This is an optimization exercise on Yosys and OpenROAD, whose aim is small area, a short achievable clock period and few clock cycles per item, not a production implementation.
Only simulation tests tie the RTL to the original design; equivalence was not proved.
Power and IR drop assume default switching activity.

==> job 417 <==
==> flow/design.v <==
package isa_pkg;
    typedef enum logic [6:0] {
        LOAD   = 7'b0000011,
        OPIMM  = 7'b0010011,
        STORE  = 7'b0100011,
        OP     = 7'b0110011,
        LUI    = 7'b0110111,
        BRANCH = 7'b1100011
    } opcode_e;
    typedef enum logic [2:0] {
        ADD  = 3'b000,
        SLL  = 3'b001,
        SLT  = 3'b010,
        SLTU = 3'b011,
        XOR  = 3'b100,
        SRL  = 3'b101,
        OR   = 3'b110,
        AND  = 3'b111
    } alu_fn_e;
    typedef enum logic [2:0] {
        BEQ  = 3'b000,
        BNE  = 3'b001,
        BLT  = 3'b100,
        BGE  = 3'b101,
        BLTU = 3'b110,
        BGEU = 3'b111
    } branch_fn_e;
    typedef struct packed {
        logic [6:0] funct7;
        logic [4:0] rs2;
        logic [4:0] rs1;
        logic [2:0] funct3;
        logic [4:0] rd;
        opcode_e    opcode;
    } instr_t;
endpackage
package core_pkg;
    typedef logic [32-1:0] word_t;
    typedef logic [32-1:0] addr_t;
    typedef logic [$clog2(32)-1:0] reg_sel_t;
    typedef enum logic [1:0] {
        FETCH    = 2'd0,
        DECODE   = 2'd1,
        MEM_WAIT = 2'd2,
        HALTED   = 2'd3
    } ctrl_state_e;
endpackage
module alu (
    input  core_pkg::word_t a,
    input  core_pkg::word_t b,
    input  logic [2:0]      fn,
    input  logic            sub,
    input  logic            sra,
    output core_pkg::word_t sum,
    output logic            lt,
    output logic            ltu,
    output core_pkg::word_t result
);
    logic [32:0] add33;
    core_pkg::word_t       sh_in;
    core_pkg::word_t       sh_out;
    core_pkg::word_t       srl_res;
    logic [4:0]            shamt;
    assign add33 = {1'b0, a} + {1'b0, b} + {{32{1'b0}}, sub};
    assign sum   = add33[32-1:0];
    assign ltu   = ~add33[32];
    assign lt    = (a[32-1] ~^ b[32-1]) ? a[32-1] : sum[32-1];
    assign shamt = b[4:0];
    always_comb begin
        for (int i = 0; i < 32; i++) begin
            sh_in[i] = (fn == isa_pkg::SLL) ? a[32-1-i] : a[i];
        end
    end
    assign srl_res = $signed({sra & sh_in[32-1], sh_in}) >>> shamt;
    always_comb begin
        for (int i = 0; i < 32; i++) begin
            sh_out[i] = (fn == isa_pkg::SLL) ? srl_res[32-1-i] : srl_res[i];
        end
    end
    always_comb begin
        case (fn)
            isa_pkg::ADD:  result = sum;
            isa_pkg::SLL:  result = sh_out;
            isa_pkg::SLT:  result = {{(32-1){1'b0}}, lt};
            isa_pkg::SLTU: result = {{(32-1){1'b0}}, ltu};
            isa_pkg::XOR:  result = a ^ b;
            isa_pkg::SRL:  result = sh_out;
            isa_pkg::OR:   result = a | b;
            default:       result = a & b;
        endcase
    end
endmodule
module branch_unit (
    input  core_pkg::word_t a,
    input  core_pkg::word_t b,
    input  logic [2:0]      fn,
    output logic            taken
);
    logic [32:0] diff;
    logic                  eq, lt, ltu;
    assign diff = {1'b0, a} + {1'b0, ~b} + {{32{1'b0}}, 1'b1};
    assign eq   = (a == b);
    assign ltu  = ~diff[32];
    assign lt   = (a[32-1] ^ b[32-1]) ? a[32-1] : diff[32-1];
    always_comb begin
        case (fn)
            isa_pkg::BEQ:  taken = eq;
            isa_pkg::BNE:  taken = ~eq;
            isa_pkg::BLT:  taken = lt;
            isa_pkg::BGE:  taken = ~lt;
            isa_pkg::BLTU: taken = ltu;
            isa_pkg::BGEU: taken = ~ltu;
            default:       taken = 1'b0;
        endcase
    end
endmodule
module exec_control (
    input  core_pkg::word_t a,
    input  core_pkg::word_t b,
    output logic            is_out,
    output logic            is_halt
);
    localparam logic [32-1:0] OUT_A  = 32'(1000000);
    localparam logic [32-1:0] HALT_A = 32'(1000004);
    core_pkg::word_t c_out, c_halt;
    always_comb begin
        c_out[0]  = 1'b0;
        c_halt[0] = 1'b0;
        for (int i = 1; i < 32; i++) begin
            c_out[i]  = (a[i-1] & b[i-1]) | ((a[i-1] ^ b[i-1]) & ~OUT_A[i-1]);
            c_halt[i] = (a[i-1] & b[i-1]) | ((a[i-1] ^ b[i-1]) & ~HALT_A[i-1]);
        end
    end
    assign is_out  = &(~(a ^ b ^ OUT_A ^ c_out));
    assign is_halt = &(~(a ^ b ^ HALT_A ^ c_halt));
endmodule
module core_top (
    input  logic            clk,
    input  logic            rst,
    input  logic            clr,
    input  logic            ena,
    output core_pkg::addr_t mem_addr,
    output core_pkg::word_t mem_wr_data,
    output logic            mem_rd_req,
    output logic            mem_wr_req,
    input  core_pkg::word_t mem_rd_data,
    input  logic            mem_ack,
    output core_pkg::word_t out,
    output logic            out_valid,
    output logic            halt
);
    localparam int PW = 11;
    localparam logic [PW-1:0] RESET_P = PW'(128 >> 1);
    localparam logic [32-1:0] OUT_A  = 32'(1000000);
    localparam logic [32-1:0] HALT_A = 32'(1000004);
    logic            halt_q;
    logic            pend;         
    logic            pend_fetch;   
    logic            pend_load;    
    core_pkg::reg_sel_t ld_rd;
    logic [PW-1:0]   fpc;          
    logic [PW-1:0]   ipc;          
    logic            ex_v;
    core_pkg::word_t ex_a, ex_b, ex_bop;
    logic            ex_taken;
    logic [PW-1:0]   ex_tgt;
    core_pkg::reg_sel_t ex_rd, ex_rs1, ex_rs2;
    logic            ex_wr, ex_load, ex_store, ex_branch, ex_ill;
    logic [2:0]      ex_fn;
    logic            ex_sub, ex_sra, ex_use_imm;
    logic [2:0]      ex_bfn;
    core_pkg::word_t alu_sum, alu_res;
    logic            alu_lt, alu_ltu;
    logic            st_out, st_halt, st_mem;
    logic            port_free, ld_ack, f_arrive;
    logic            ex_ready, ex_port, ex_go, ex_halt;
    logic [PW-1:0]   fetch_pc;
    alu alu0 (
        .a      (ex_a),
        .b      (ex_bop),
        .fn     (ex_fn),
        .sub    (ex_sub),
        .sra    (ex_sra),
        .sum    (alu_sum),
        .lt     (alu_lt),
        .ltu    (alu_ltu),
        .result (alu_res)
    );
    exec_control stchk0 (
        .a       (ex_a),
        .b       (ex_bop),
        .is_out  (st_out),
        .is_halt (st_halt)
    );
    assign st_mem  = ex_store & ~st_out & ~st_halt;
    assign port_free = ~pend | mem_ack;
    assign ld_ack    = pend_load & mem_ack;
    assign f_arrive  = pend_fetch & mem_ack;
    assign ex_ready = ex_v & ~pend_load & ~halt_q;
    assign ex_port  = ex_load | st_mem | ex_taken;
    assign ex_go    = ex_ready & (~ex_port | port_free);
    assign ex_halt  = ex_ill | (ex_store & st_halt);
    assign mem_wr_req  = port_free & ex_ready & st_mem;
    assign mem_rd_req  = port_free & ~halt_q & ~(ex_ready & st_mem);
    assign fetch_pc    = (ex_ready & ex_taken) ? ex_tgt : fpc;
    assign mem_addr    = (ex_ready & (ex_load | st_mem)) ? alu_sum :
                         {{(32-PW-1){1'b0}}, fetch_pc, 1'b0};
    assign mem_wr_data = ex_b;
    assign out         = ex_b;
    assign out_valid   = ena & ex_ready & ex_store & st_out;
    assign halt        = halt_q;
    core_pkg::word_t    rf_rd1, rf_rd2;
    logic               rf_we;
    core_pkg::reg_sel_t rf_wsel;
    core_pkg::word_t    rf_wdata;
    logic               ex_wb;
    assign ex_wb    = ex_ready & ex_wr;
    assign rf_we    = ena & (ex_wb | ld_ack);
    assign rf_wsel  = pend_load ? ld_rd : ex_rd;
    assign rf_wdata = pend_load ? mem_rd_data : alu_res;
    logic [32-1:0] regs [1:32-1];
    always_ff @(posedge clk) begin
        if (rf_we && rf_wsel != '0) begin
            regs[rf_wsel] <= rf_wdata;
        end
    end
    always_comb begin
        rf_rd1 = '0;
        rf_rd2 = '0;
        for (int i = 1; i < 32; i++) begin
            rf_rd1 = rf_rd1 | (regs[i] & {32{mem_rd_data[19:15] == i}});
            rf_rd2 = rf_rd2 | (regs[i] & {32{mem_rd_data[24:20] == i}});
        end
    end
    core_pkg::word_t    w;
    logic [6:0]         d_opc;
    logic [2:0]         d_f3;
    logic               d_op, d_opimm, d_lui, d_load, d_store, d_branch;
    core_pkg::reg_sel_t d_rs1, d_rs2, d_rd;
    core_pkg::word_t    d_imm, d_a, d_b;
    logic               d_use_imm, d_sub;
    logic [PW-1:0]      d_boff;
    assign w        = mem_rd_data;
    assign d_opc    = w[6:0];
    assign d_f3     = w[14:12];
    assign d_op     = (d_opc == isa_pkg::OP);
    assign d_opimm  = (d_opc == isa_pkg::OPIMM);
    assign d_lui    = (d_opc == isa_pkg::LUI);
    assign d_load   = (d_opc == isa_pkg::LOAD);
    assign d_store  = (d_opc == isa_pkg::STORE);
    assign d_branch = (d_opc == isa_pkg::BRANCH);
    assign d_rs1    = w[19:15];
    assign d_rs2    = w[24:20];
    assign d_rd     = w[11:7];
    always_comb begin
        if (d_store)    d_imm = {{20{w[31]}}, w[31:25], w[11:7]};
        else if (d_lui) d_imm = {w[31:12], 12'b0};
        else            d_imm = {{20{w[31]}}, w[31:20]};
    end
    assign d_boff = {w[7], w[30:25], w[11:8]};
    assign d_a = d_lui ? '0 :
                 (ex_wb && ex_rd == d_rs1) ? alu_res : rf_rd1;
    assign d_b = (ex_wb && ex_rd == d_rs2) ? alu_res : rf_rd2;
    assign d_use_imm = ~(d_op | d_branch);
    assign d_sub = d_branch |
                   ((d_op | d_opimm) & (d_f3 == isa_pkg::SLT || d_f3 == isa_pkg::SLTU)) |
                   (d_op & w[30] & (d_f3 == isa_pkg::ADD));
    core_pkg::word_t    c_a, c_b, c_bop;
    logic [2:0]         c_f3;
    logic               c_branch, c_taken;
    logic               fix1, fix2;
    assign fix1      = (ex_rs1 == ld_rd) && (ld_rd != '0);
    assign fix2      = (ex_rs2 == ld_rd) && (ld_rd != '0);
    assign c_a       = pend_load ? (fix1 ? mem_rd_data : ex_a) : d_a;
    assign c_b       = pend_load ? (fix2 ? mem_rd_data : ex_b) : d_b;
    assign c_f3      = pend_load ? ex_bfn : d_f3;
    assign c_branch  = pend_load ? ex_branch : d_branch;
    assign c_bop     = pend_load ? ((fix2 && !ex_use_imm) ? mem_rd_data ^ {32{ex_sub}} : ex_bop) :
                                   ((d_use_imm ? d_imm : d_b) ^ {32{d_sub}});
    logic               c_cond;
    branch_unit br0 (
        .a     (c_a),
        .b     (c_b),
        .fn    (c_f3),
        .taken (c_cond)
    );
    assign c_taken = c_cond & c_branch;
    always_ff @(posedge clk or negedge rst) begin
        if (!rst) begin
            halt_q     <= 1'b0;
            pend       <= 1'b0;
            pend_fetch <= 1'b0;
            pend_load  <= 1'b0;
            ex_v       <= 1'b0;
            fpc        <= RESET_P;
        end else if (clr) begin
            halt_q     <= 1'b0;
            pend       <= 1'b0;
            pend_fetch <= 1'b0;
            pend_load  <= 1'b0;
            ex_v       <= 1'b0;
            fpc        <= RESET_P;
        end else if (ena && !halt_q) begin
            if (mem_rd_req || mem_wr_req) begin
                pend       <= 1'b1;
                pend_fetch <= mem_rd_req & ~(ex_ready & ex_load);
                pend_load  <= mem_rd_req & ex_ready & ex_load;
            end else if (mem_ack) begin
                pend       <= 1'b0;
                pend_fetch <= 1'b0;
                pend_load  <= 1'b0;
            end
            if (mem_rd_req && !(ex_ready && ex_load)) begin
                fpc <= fetch_pc + PW'(2);
            end
            if (ex_go && ex_halt) begin
                halt_q <= 1'b1;
            end
            if (f_arrive && !(ex_go && ex_taken)) begin
                ex_v <= 1'b1;
            end else if (ex_go) begin
                ex_v <= 1'b0;
            end
        end
    end
    always_ff @(posedge clk) begin
        if (ena) begin
            if (mem_rd_req && !(ex_ready && ex_load)) begin
                ipc <= fetch_pc;
            end
            if (ex_go && ex_load) begin
                ld_rd <= ex_rd;
            end
            if (f_arrive || ld_ack) begin
                ex_a       <= c_a;
                ex_b       <= c_b;
                ex_bop     <= c_bop;
                ex_taken   <= c_taken;
            end
            if (f_arrive) begin
                ex_tgt     <= ipc + d_boff;
                ex_rd      <= d_rd;
                ex_rs1     <= d_lui ? '0 : d_rs1;
                ex_rs2     <= d_rs2;
                ex_wr      <= (d_op | d_opimm | d_lui) & (d_rd != '0);
                ex_load    <= d_load;
                ex_store   <= d_store;
                ex_branch  <= d_branch;
                ex_ill     <= ~(d_op | d_opimm | d_lui | d_load | d_store | d_branch);
                ex_fn      <= (d_op | d_opimm) ? d_f3 : isa_pkg::ADD;
                ex_sub     <= d_sub;
                ex_sra     <= w[30] & (d_f3 == isa_pkg::SRL);
                ex_use_imm <= d_use_imm;
                ex_bfn     <= d_f3;
            end
        end
    end
endmodule
==> flow/flow/run.sh <==
#!/bin/bash
set -euo pipefail
bash standard.sh SETUP_SLACK_MARGIN=6.85 MATCH_CELL_FOOTPRINT=0 'BUFFER_PORTS_ARGS=-buffer_cell sky130_fd_sc_hd__buf_2' finish > standard.log 2>&1
==> flow/standard.sh <==
#!/bin/bash
# synth_recipe.tcl (not shown) runs the flow's synth.tcl, then flattens the netlist and writes it again
# the make line also repeats each setting of config.mk as NAME=value (left out here)
make -C /OpenROAD-flow-scripts/flow DESIGN_CONFIG=/design/flow/config.mk WORK_HOME=/design/flow/orfs CLKGATE_MAP_FILE= SYNTH_SCRIPT=/design/flow/synth_recipe.tcl "${@:-finish}"
==> flow/config.mk <==
export PLATFORM = sky130hd
export DESIGN_NAME = core_top
export DESIGN_NICKNAME = core_top
export VERILOG_FILES = /design/flow/design.v
export SDC_FILE = /design/flow/constraint.sdc
export NUM_CORES = 4
export LEC_CHECK = 0
export CAP_MARGIN = 20
export CORE_AREA = 2.3 2.72 397.9 397.12
export DIE_AREA = 0 0 400.29 400.29
export SLEW_MARGIN = 20
export SYNTH_HIERARCHICAL = 1
export TNS_END_PERCENT = 5
==> flow/constraint.sdc <==
create_clock -name core_clock -period 14.0 [get_ports {clk}]
set_input_delay 2.8000 -clock core_clock [delete_from_list [all_inputs] [get_ports {clk}]]
set_output_delay 2.8000 -clock core_clock [all_outputs]
set_load 0.01 [all_outputs]
==> inputs of job 8444, as changes to job 417 <==
--- a/flow/design.v
+++ b/flow/design.v
@@ -92,2 +92,9 @@
 endmodule
+module agu (
+    input  core_pkg::word_t a,
+    input  core_pkg::word_t b,
+    output core_pkg::word_t sum
+);
+    assign sum = a + b;
+endmodule
 module branch_unit (
@@ -171,3 +178,3 @@
     logic [2:0]      ex_bfn;
-    core_pkg::word_t alu_sum, alu_res;
+    core_pkg::word_t alu_sum, alu_res, addr_sum;
     logic            alu_lt, alu_ltu;
@@ -188,2 +195,7 @@
     );
+    agu agu0 (
+        .a   (ex_a),
+        .b   (ex_bop),
+        .sum (addr_sum)
+    );
     exec_control stchk0 (
@@ -205,3 +217,3 @@
     assign fetch_pc    = (ex_ready & ex_taken) ? ex_tgt : fpc;
-    assign mem_addr    = (ex_ready & (ex_load | st_mem)) ? alu_sum :
+    assign mem_addr    = (ex_ready & (ex_load | st_mem)) ? addr_sum :
                          {{(32-PW-1){1'b0}}, fetch_pc, 1'b0};
==> inputs of job 8071, as changes to job 417 <==
--- a/flow/design.v
+++ b/flow/design.v
@@ -92,2 +92,9 @@
 endmodule
+module agu (
+    input  core_pkg::word_t a,
+    input  core_pkg::word_t b,
+    output core_pkg::word_t sum
+);
+    assign sum = a + b;
+endmodule
 module branch_unit (
@@ -171,3 +178,3 @@
     logic [2:0]      ex_bfn;
-    core_pkg::word_t alu_sum, alu_res;
+    core_pkg::word_t alu_sum, alu_res, addr_sum;
     logic            alu_lt, alu_ltu;
@@ -188,2 +195,7 @@
     );
+    agu agu0 (
+        .a   (ex_a),
+        .b   (ex_bop),
+        .sum (addr_sum)
+    );
     exec_control stchk0 (
@@ -205,3 +217,3 @@
     assign fetch_pc    = (ex_ready & ex_taken) ? ex_tgt : fpc;
-    assign mem_addr    = (ex_ready & (ex_load | st_mem)) ? alu_sum :
+    assign mem_addr    = (ex_ready & (ex_load | st_mem)) ? addr_sum :
                          {{(32-PW-1){1'b0}}, fetch_pc, 1'b0};
==> flow/run.sh (new file) <==
#!/bin/bash
# synth_recipe.tcl (not shown) runs the flow's synth.tcl, then flattens the netlist and writes it again
# the make line also repeats each setting of config.mk as NAME=value (left out here)
make -C /OpenROAD-flow-scripts/flow DESIGN_CONFIG=/design/flow/config.mk WORK_HOME=/design/flow/orfs CLKGATE_MAP_FILE= SYNTH_SCRIPT=/design/flow/synth_recipe.tcl finish
SETUP_SLACK_MARGIN = 5   (was unset)
removed: flow/flow/run.sh
removed: flow/standard.sh
==> summary.txt <==
Job 417 completed without violations. Job 8444 produced a clean layout. Job 8071 ran to the end with no violations.
The highest count of clock-buffer cells in the layout belongs to job 8444, the lowest to job 417.
Total power: job 8071 < job 417 < job 8444.
Routed wire length, highest first: job 417, job 8444, job 8071.
Combinational power: job 8071 is lower than job 8444 (about 9%).
Testbench counts of job 417, summed over its fixed seeds: cycles 110,455, instrs 90,406.
Testbench counts of job 8444, summed over its fixed seeds: cycles 110,455, instrs 90,406.
Testbench counts of job 8071, summed over its fixed seeds: cycles 110,455, instrs 90,406.

[separate check: timing with driven ports]
The results above use ideal ports. As a check the final layouts listed here were re-extracted and re-timed, cells and wires unchanged. Step 1 sets driving cells, clkbuf_16 on the clock port and buf_2 on the other inputs (assumed; they add their load-dependent delay and slew). Step 2 times the ports against the registers' clock, not the clock port: input delays grow and output delays shrink by t, the midpoint of the rising clock arrivals with the driver on. Slacks: no drivers / after step 1 / after step 2; pairs: no drivers / after step 1.
run | t, ns | setup slack, ns | hold WS [ns] | worst setup path after step 2 | worst slew at a driven data input, ns
job 417 | 0.836 | 6.693 / 6.657 / 5.821 | 0.500 / 0.500 / 0.500 | input to register | 0.19
job 8444 | 0.860 | 6.735 / 6.711 / 5.851 | 0.501 / 0.501 / 0.501 | input to register | 0.13
job 8071 | 0.851 | 4.902 / 4.974 / 4.123 | 0.506 / 0.506 / 0.506 | input to register | 0.10
After both steps setup and hold are still met in every run listed. For job 8444, which loses most, drivers alone change the setup slack by -0.024 ns; drivers and shift together by -0.884 ns.
